From an optimization exercise on the open Yosys and OpenROAD flow, aimed at small area, a short achievable clock period and few clock cycles; shortcuts taken in it are not production practice. Only simulation tests tie the RTL to the original design; equivalence was not proved.

==> flow/design.v <==
module nrle_kpal (
  input  logic [3:0]  code,
  input  logic [1:0]  ch,
  output logic [12:0] k,
  output logic [14:0] k3
);
  logic [27:0] kk;
  always_comb begin
    case ({code, ch})
      {4'd1, 2'd1}: kk = {15'd12300, 13'd4100};   
      {4'd2, 2'd0}: kk = {15'd1236, 13'd412};   
      {4'd2, 2'd1}: kk = {15'd11064, 13'd3688};   
      {4'd3, 2'd0}: kk = {15'd3696, 13'd1232};   
      {4'd3, 2'd1}: kk = {15'd8604, 13'd2868};   
      {4'd4, 2'd0}: kk = {15'd3084, 13'd1028};   
      {4'd4, 2'd1}: kk = {15'd7989, 13'd2663};   
      {4'd4, 2'd2}: kk = {15'd1236, 13'd412};   
      {4'd5, 2'd0}: kk = {15'd4059, 13'd1353};   
      {4'd5, 2'd1}: kk = {15'd4059, 13'd1353};   
      {4'd5, 2'd2}: kk = {15'd4059, 13'd1353};   
      {4'd6, 2'd0}: kk = {15'd12300, 13'd4100};   
      {4'd7, 2'd0}: kk = {15'd9840, 13'd3280};   
      {4'd7, 2'd1}: kk = {15'd1845, 13'd615};   
      {4'd7, 2'd2}: kk = {15'd1845, 13'd615};   
      {4'd8, 2'd0}: kk = {15'd5778, 13'd1926};   
      {4'd8, 2'd1}: kk = {15'd987, 13'd329};   
      {4'd8, 2'd2}: kk = {15'd5409, 13'd1803};   
      {4'd9, 2'd0}: kk = {15'd987, 13'd329};   
      {4'd9, 2'd1}: kk = {15'd861, 13'd287};   
      {4'd9, 2'd2}: kk = {15'd10449, 13'd3483};   
      {4'd10, 2'd2}: kk = {15'd12300, 13'd4100};   
      {4'd11, 2'd1}: kk = {15'd6156, 13'd2052};   
      {4'd11, 2'd2}: kk = {15'd6156, 13'd2052};   
      {4'd12, 2'd1}: kk = {15'd10449, 13'd3483};   
      {4'd12, 2'd2}: kk = {15'd1845, 13'd615};   
      default:       kk = {15'd12, 13'd4};   
    endcase
  end
  assign k  = kk[12:0];
  assign k3 = kk[27:13];
endmodule
module nrle_bdig (
  input  logic [6:0]       bright,
  output logic [2:0][4:0]  sel
);
  logic [9:0] bx;
  assign bx = {2'b00, bright, 1'b0};
  always_comb begin
    for (int i = 0; i < 3; i++) begin
      logic [3:0] d;
      d = bx[3*i +: 4];
      sel[i][4] = d[3] && !(d[2] && d[1] && d[0]);
      sel[i][0] = (d == 4'd1) || (d == 4'd2) || (d == 4'd13) || (d == 4'd14);
      sel[i][1] = (d == 4'd3) || (d == 4'd4) || (d == 4'd11) || (d == 4'd12);
      sel[i][2] = (d == 4'd5) || (d == 4'd6) || (d == 4'd9)  || (d == 4'd10);
      sel[i][3] = (d == 4'd7) || (d == 4'd8);
    end
  end
endmodule
module nrle_lane (
  input  logic [12:0]      k,
  input  logic [14:0]      k3,
  input  logic [2:0][4:0]  sel,
  output logic [6:0]       level
);
  localparam logic [20:0] KEEP = ~21'd31;
  logic [20:0] q;
  always_comb begin
    q = '0;
    for (int i = 0; i < 3; i++) begin
      logic [15:0] m;
      logic        neg;
      logic [20:0] r;
      neg = sel[i][4];
      m   = ({16{sel[i][0]}} & {3'b000, k})       | ({16{sel[i][1]}} & {2'b00, k, 1'b0}) |
            ({16{sel[i][2]}} & {1'b0, k3})        | ({16{sel[i][3]}} & {1'b0, k, 2'b00});
      r   = {{5{neg}}, m ^ {16{neg}}};
      q   = q + ((r << (3*i)) & KEEP) + ((21'(neg) << (3*i)) & KEEP);
    end
  end
  assign level = q[18:12];
endmodule
module nrle_merge (
  input  logic [15:0] codes,    
  output logic [15:0] slots,
  output logic [1:0]  nm1
);
  logic [3:0] a;
  logic [3:0] c [4];
  logic       none01, one01, two01;         
  logic       none012, one012, two012, three012;
  always_comb begin
    for (int i = 0; i < 4; i++) begin
      c[i] = codes[4*i +: 4];
      a[i] = (c[i] != 4'd0) && (c[i] <= 4'd12);
    end
    none01   = !a[0] && !a[1];
    one01    = a[0] ^ a[1];
    two01    = a[0] && a[1];
    none012  = none01 && !a[2];
    one012   = (one01 && !a[2]) || (none01 && a[2]);
    two012   = (two01 && !a[2]) || (one01 && a[2]);
    three012 = two01 && a[2];
    slots[3:0]   = ({4{a[0]}} & c[0]) |
                   ({4{a[1] && !a[0]}} & c[1]) |
                   ({4{a[2] && none01}} & c[2]) |
                   ({4{a[3] && none012}} & c[3]);
    slots[7:4]   = ({4{a[1] && a[0]}} & c[1]) |
                   ({4{a[2] && one01}} & c[2]) |
                   ({4{a[3] && one012}} & c[3]);
    slots[11:8]  = ({4{a[2] && two01}} & c[2]) |
                   ({4{a[3] && two012}} & c[3]);
    slots[15:12] = ({4{a[3] && three012}} & c[3]);
    case (a)
      4'b0000, 4'b0001, 4'b0010, 4'b0100, 4'b1000: nm1 = 2'd0;
      4'b1111:                                     nm1 = 2'd3;
      4'b0111, 4'b1011, 4'b1101, 4'b1110:          nm1 = 2'd2;
      default:                                     nm1 = 2'd1;
    endcase
  end
endmodule
module nrle_emit (
  input  logic        clk,
  input  logic        rst_n,
  output logic        ready,      
  input  logic        load,       
  input  logic [15:0] slots_in,
  input  logic [1:0]  nm1_in,
  input  logic [6:0]  bright_in,
  input  logic        res_ready,
  output logic        res_valid,
  output logic [3:0]  res_led_index,
  output logic [1:0]  res_color_channel,
  output logic [6:0]  res_level,
  output logic        res_last
);
  logic        fresh_r;
  logic [15:0] q_r;
  logic [1:0]  qp_r;
  logic [1:0]  nm1q_r;
  logic [6:0]  brq_r;
  logic        busy_r;
  logic        take_r;     
  logic [12:0] k_r;
  logic [14:0] k3_r;
  logic [2:0][4:0] sel_r;
  logic [3:0]  code_r;
  logic [1:0]  nm1_r;
  logic [3:0]  led_r;
  logic [1:0]  ch_r;
  logic        vld_r;
  logic [3:0]  ri_r;
  logic [1:0]  rc_r;
  logic [6:0]  rl_r;
  logic        adv, w_last, w_lastseg, seg_end, start, take;
  logic [3:0]  w_led;
  logic [1:0]  w_ch, ch_nxt;
  logic [3:0]  code_nxt;
  logic [12:0] k_nxt;
  logic [14:0] k3_nxt;
  logic [2:0][4:0] sel_nxt;
  logic [6:0]  level;
  assign w_led = led_r;
  assign w_ch  = ch_r;
  assign w_last = (w_led == 4'd11) && (w_ch == 2'd2);
  always_comb begin
    case (nm1_r)
      2'd0: begin
        seg_end   = 1'b0;
        w_lastseg = 1'b1;
      end
      2'd1: begin
        seg_end   = (w_led == 4'd5);
        w_lastseg = (w_led >= 4'd6);
      end
      2'd2: begin
        seg_end   = (w_led == 4'd3) || (w_led == 4'd7);
        w_lastseg = (w_led >= 4'd8);
      end
      default: begin
        seg_end   = (w_led == 4'd2) || (w_led == 4'd5) || (w_led == 4'd8);
        w_lastseg = (w_led >= 4'd9);
      end
    endcase
  end
  assign ready = !fresh_r && (!busy_r || w_lastseg);
  assign start    = fresh_r && (!busy_r || w_last);
  assign take     = take_r;
  assign ch_nxt   = (w_ch == 2'd2) ? 2'd0 : w_ch + 2'd1;
  assign code_nxt = take ? q_r[4*qp_r +: 4] : code_r;
  nrle_kpal u_kpal (
    .code (code_nxt),
    .ch   (ch_nxt),
    .k    (k_nxt),
    .k3   (k3_nxt)
  );
  nrle_bdig u_bdig (
    .bright (brq_r),
    .sel    (sel_nxt)
  );
  nrle_lane u_lane (
    .k     (k_r),
    .k3    (k3_r),
    .sel   (sel_r),
    .level (level)
  );
  assign adv = !vld_r || res_ready;
  always_ff @(posedge clk) begin
    if (!rst_n) begin
      fresh_r <= 1'b0;
      busy_r  <= 1'b0;
      vld_r   <= 1'b0;
      ch_r    <= 2'd2;
      take_r  <= 1'b1;
    end else begin
      if (load) begin
        fresh_r <= 1'b1;
      end else if (adv && start) begin
        fresh_r <= 1'b0;
      end
      if (adv) begin
        busy_r <= (busy_r && !w_last) || fresh_r;
        vld_r  <= busy_r;
      end
      if (adv && (start || (busy_r && !w_last))) begin
        ch_r <= ch_nxt;
      end
      if (adv) begin
        take_r <= !((busy_r && !w_last) || fresh_r) ||
                  ((w_ch == 2'd1) && (seg_end || w_led == 4'd11));
      end
    end
  end
  always_ff @(posedge clk) begin
    if (load) begin
      q_r    <= slots_in;
      qp_r   <= 2'd0;
      nm1q_r <= nm1_in;
      brq_r  <= bright_in;
    end else if (adv && take && (start || (busy_r && !w_last))) begin
      qp_r <= qp_r + 2'd1;
    end
    if (adv && start) begin
      led_r <= 4'd0;
    end else if (adv && busy_r && !w_last && w_ch == 2'd2) begin
      led_r <= led_r + 4'd1;
    end
    if (adv && (start || (busy_r && !w_last))) begin
      k_r    <= k_nxt;
      k3_r   <= k3_nxt;
      code_r <= code_nxt;
    end
    if (adv && start) begin
      sel_r <= sel_nxt;
      nm1_r <= nm1q_r;
    end
    if (adv && busy_r) begin
      ri_r <= w_led;
      rc_r <= w_ch;
      rl_r <= level;
    end
  end
  assign res_valid         = vld_r;
  assign res_led_index     = ri_r;
  assign res_color_channel = rc_r;
  assign res_level         = rl_r;
  assign res_last          = (ri_r == 4'd11) && (rc_r == 2'd2);
endmodule
module note_ring_led_pulse_encoder (
  input  logic        clk,
  input  logic        rst_n,
  input  logic        in_valid,
  output logic        in_ready,
  input  logic [3:0]  note_first,
  input  logic [3:0]  note_second,
  input  logic [3:0]  note_third,
  input  logic [3:0]  note_fourth,
  output logic        out_valid,
  input  logic        out_ready,
  output logic [3:0]  out_led_index,
  output logic [1:0]  out_color_channel,
  output logic [6:0]  out_level,
  output logic [31:0] out_pulse_pattern,
  output logic        out_last,
  input  logic        cfg_we,
  input  logic [6:0]  cfg_wdata
);
  localparam logic [6:0] BRIGHT_MAX   = 7'd100;
  localparam logic [6:0] BRIGHT_RESET = 7'd10;
  logic [6:0]  bright_r;
  logic [15:0] slots;
  logic [1:0]  nm1;
  logic        load;
  always_ff @(posedge clk) begin
    if (!rst_n) begin
      bright_r <= BRIGHT_RESET;
    end else if (cfg_we) begin
      bright_r <= (cfg_wdata > BRIGHT_MAX) ? BRIGHT_MAX : cfg_wdata;
    end
  end
  assign load = rst_n && in_valid && in_ready;
  nrle_merge u_merge (
    .codes ({note_fourth, note_third, note_second, note_first}),
    .slots (slots),
    .nm1   (nm1)
  );
  nrle_emit u_emit (
    .clk               (clk),
    .rst_n             (rst_n),
    .ready             (in_ready),
    .load              (load),
    .slots_in          (slots),
    .nm1_in            (nm1),
    .bright_in         (bright_r),
    .res_ready         (out_ready),
    .res_valid         (out_valid),
    .res_led_index     (out_led_index),
    .res_color_channel (out_color_channel),
    .res_level         (out_level),
    .res_last          (out_last)
  );
  for (genvar k = 0; k < 8; k++) begin : g_pulse
    assign out_pulse_pattern[4*k +: 4] = {1'b1, (k < 7) ? out_level[k] : 1'b0, 2'b00};
  end
endmodule
==> flow/config.mk <==
export PLATFORM = sky130hd
export DESIGN_NAME = note_ring_led_pulse_encoder
export DESIGN_NICKNAME = note_ring_led_pulse_encoder
export VERILOG_FILES = /design/flow/design.v
export SDC_FILE = /design/flow/constraint.sdc
export NUM_CORES = 4
export LEC_CHECK = 0
export CAP_MARGIN = 20
export CORE_MARGIN = 2
export CORE_UTILIZATION = 40
export SETUP_SLACK_MARGIN = 4.0
export SLEW_MARGIN = 20
==> flow/constraint.sdc <==
create_clock -name core_clock -period 7.5 [get_ports {clk}]
set_input_delay 1.5000 -clock core_clock [delete_from_list [all_inputs] [get_ports {clk}]]
set_output_delay 1.5000 -clock core_clock [all_outputs]
set_load 0.01 [all_outputs]
standard.sh (not shown) runs the stock make flow with config.mk's settings and CLKGATE_MAP_FILE= SYNTH_SCRIPT=/design/flow/synth_recipe.tcl, a recipe that flattens the netlist after the stock synthesis.
==> flow/flow/run.sh <==
#!/bin/bash
# The standard layout, with plain buf_1 cells as the port buffers (ORFS's
# buffer_ports otherwise picks clkdlybuf4s50_1 delay cells).
set -e
export BUFFER_PORTS_ARGS="-buffer_cell sky130_fd_sc_hd__buf_1"
bash standard.sh > standard.log 2>&1
The first run passed the timing, DRC and antenna checks.
Testbench counts at the start, summed over its fixed seeds: cycles 13,848.
Rerun with:
--- a/flow/design.v
+++ b/flow/design.v
@@ -85,38 +85,24 @@
   output logic [15:0] slots,
   output logic [1:0]  nm1
 );
-  logic [3:0] a;
-  logic [3:0] c [4];
-  logic       none01, one01, two01;         
-  logic       none012, one012, two012, three012;
+  logic [3:0] act;
+  logic [1:0] pos [4];    
   always_comb begin
     for (int i = 0; i < 4; i++) begin
-      c[i] = codes[4*i +: 4];
-      a[i] = (c[i] != 4'd0) && (c[i] <= 4'd12);
+      act[i] = (codes[4*i +: 4] != 4'd0) && (codes[4*i +: 4] <= 4'd12);
     end
-    none01   = !a[0] && !a[1];
-    one01    = a[0] ^ a[1];
-    two01    = a[0] && a[1];
-    none012  = none01 && !a[2];
-    one012   = (one01 && !a[2]) || (none01 && a[2]);
-    two012   = (two01 && !a[2]) || (one01 && a[2]);
-    three012 = two01 && a[2];
-    slots[3:0]   = ({4{a[0]}} & c[0]) |
-                   ({4{a[1] && !a[0]}} & c[1]) |
-                   ({4{a[2] && none01}} & c[2]) |
-                   ({4{a[3] && none012}} & c[3]);
-    slots[7:4]   = ({4{a[1] && a[0]}} & c[1]) |
-                   ({4{a[2] && one01}} & c[2]) |
-                   ({4{a[3] && one012}} & c[3]);
-    slots[11:8]  = ({4{a[2] && two01}} & c[2]) |
-                   ({4{a[3] && two012}} & c[3]);
-    slots[15:12] = ({4{a[3] && three012}} & c[3]);
-    case (a)
-      4'b0000, 4'b0001, 4'b0010, 4'b0100, 4'b1000: nm1 = 2'd0;
-      4'b1111:                                     nm1 = 2'd3;
-      4'b0111, 4'b1011, 4'b1101, 4'b1110:          nm1 = 2'd2;
-      default:                                     nm1 = 2'd1;
-    endcase
+    pos[0] = 2'd0;
+    pos[1] = {1'b0, act[0]};
+    pos[2] = {act[0] && act[1], act[0] ^ act[1]};
+    pos[3] = 2'(act[0]) + 2'(act[1]) + 2'(act[2]);
+    slots = '0;
+    for (int i = 0; i < 4; i++) begin
+      for (int j = 0; j <= i; j++) begin
+        slots[4*j +: 4] = slots[4*j +: 4] |
+                          ({4{act[i] && pos[i] == 2'(j)}} & codes[4*i +: 4]);
+      end
+    end
+    nm1 = (act == 4'd0) ? 2'd0 : 2'(2'(act[0]) + 2'(act[1]) + 2'(act[2]) + 2'(act[3]) - 2'd1);
   end
 endmodule
 module nrle_emit (
@@ -136,11 +122,9 @@
 );
   logic        fresh_r;
   logic [15:0] q_r;
-  logic [1:0]  qp_r;
   logic [1:0]  nm1q_r;
   logic [6:0]  brq_r;
   logic        busy_r;
-  logic        take_r;     
   logic [12:0] k_r;
   logic [14:0] k3_r;
   logic [2:0][4:0] sel_r;
@@ -185,9 +169,9 @@
   end
   assign ready = !fresh_r && (!busy_r || w_lastseg);
   assign start    = fresh_r && (!busy_r || w_last);
-  assign take     = take_r;
+  assign take     = !busy_r || ((w_ch == 2'd2) && (seg_end || w_led == 4'd11));
   assign ch_nxt   = (w_ch == 2'd2) ? 2'd0 : w_ch + 2'd1;
-  assign code_nxt = take ? q_r[4*qp_r +: 4] : code_r;
+  assign code_nxt = take ? q_r[3:0] : code_r;
   nrle_kpal u_kpal (
     .code (code_nxt),
     .ch   (ch_nxt),
@@ -211,7 +195,6 @@
       busy_r  <= 1'b0;
       vld_r   <= 1'b0;
       ch_r    <= 2'd2;
-      take_r  <= 1'b1;
     end else begin
       if (load) begin
         fresh_r <= 1'b1;
@@ -225,20 +208,15 @@
       if (adv && (start || (busy_r && !w_last))) begin
         ch_r <= ch_nxt;
       end
-      if (adv) begin
-        take_r <= !((busy_r && !w_last) || fresh_r) ||
-                  ((w_ch == 2'd1) && (seg_end || w_led == 4'd11));
-      end
     end
   end
   always_ff @(posedge clk) begin
     if (load) begin
       q_r    <= slots_in;
-      qp_r   <= 2'd0;
       nm1q_r <= nm1_in;
       brq_r  <= bright_in;
     end else if (adv && take && (start || (busy_r && !w_last))) begin
-      qp_r <= qp_r + 2'd1;
+      q_r <= {4'd0, q_r[15:4]};
     end
     if (adv && start) begin
       led_r <= 4'd0;
- The changed run finished with timing, DRC and antenna clean
- via count rises by 1.3%
- hold slack loses 0.0061 ns
- die area went up by 0.45%
- setup slack loses 0.063 ns
- cell area came out higher by 3.0%
Testbench counts after the change, summed over its fixed seeds: cycles 13,848.

## separate check: timing with driven ports
The flow's constraints put no driver on any port. The routed layouts listed below were extracted and timed again, unchanged, in two steps.
Step 1: set_driving_cell puts a clkbuf_16 on clk and a buf_2 on each other input, an assumption about the parent block.
Step 2 times the ports against the registers' clock, not the clock port: input delays grow and output delays shrink by t, the midpoint of the rising clock arrivals with the driver on.
a / b / c = ideal / step 1 / step 2; a / b = the first two.
| run | t (ns) | setup slack, ns | hold slack, ns | clock arrival spread, ns | slew at the worst register clock pin (ns) |
|---|---|---|---|---|---|
| the first run | 0.393 | 4.103 / 4.103 / 3.885 | 0.423 / 0.423 / 0.423 | 0.011 / 0.011 | 0.07 / 0.07 |
| the second run | 0.385 | 4.040 / 4.040 / 3.711 | 0.417 / 0.417 / 0.417 | 0.010 / 0.010 | 0.08 / 0.08 |
After both steps setup and hold are still met in every run listed. For the second run, which loses most, drivers alone change the setup slack by 0.000 ns; drivers and shift together by -0.329 ns.
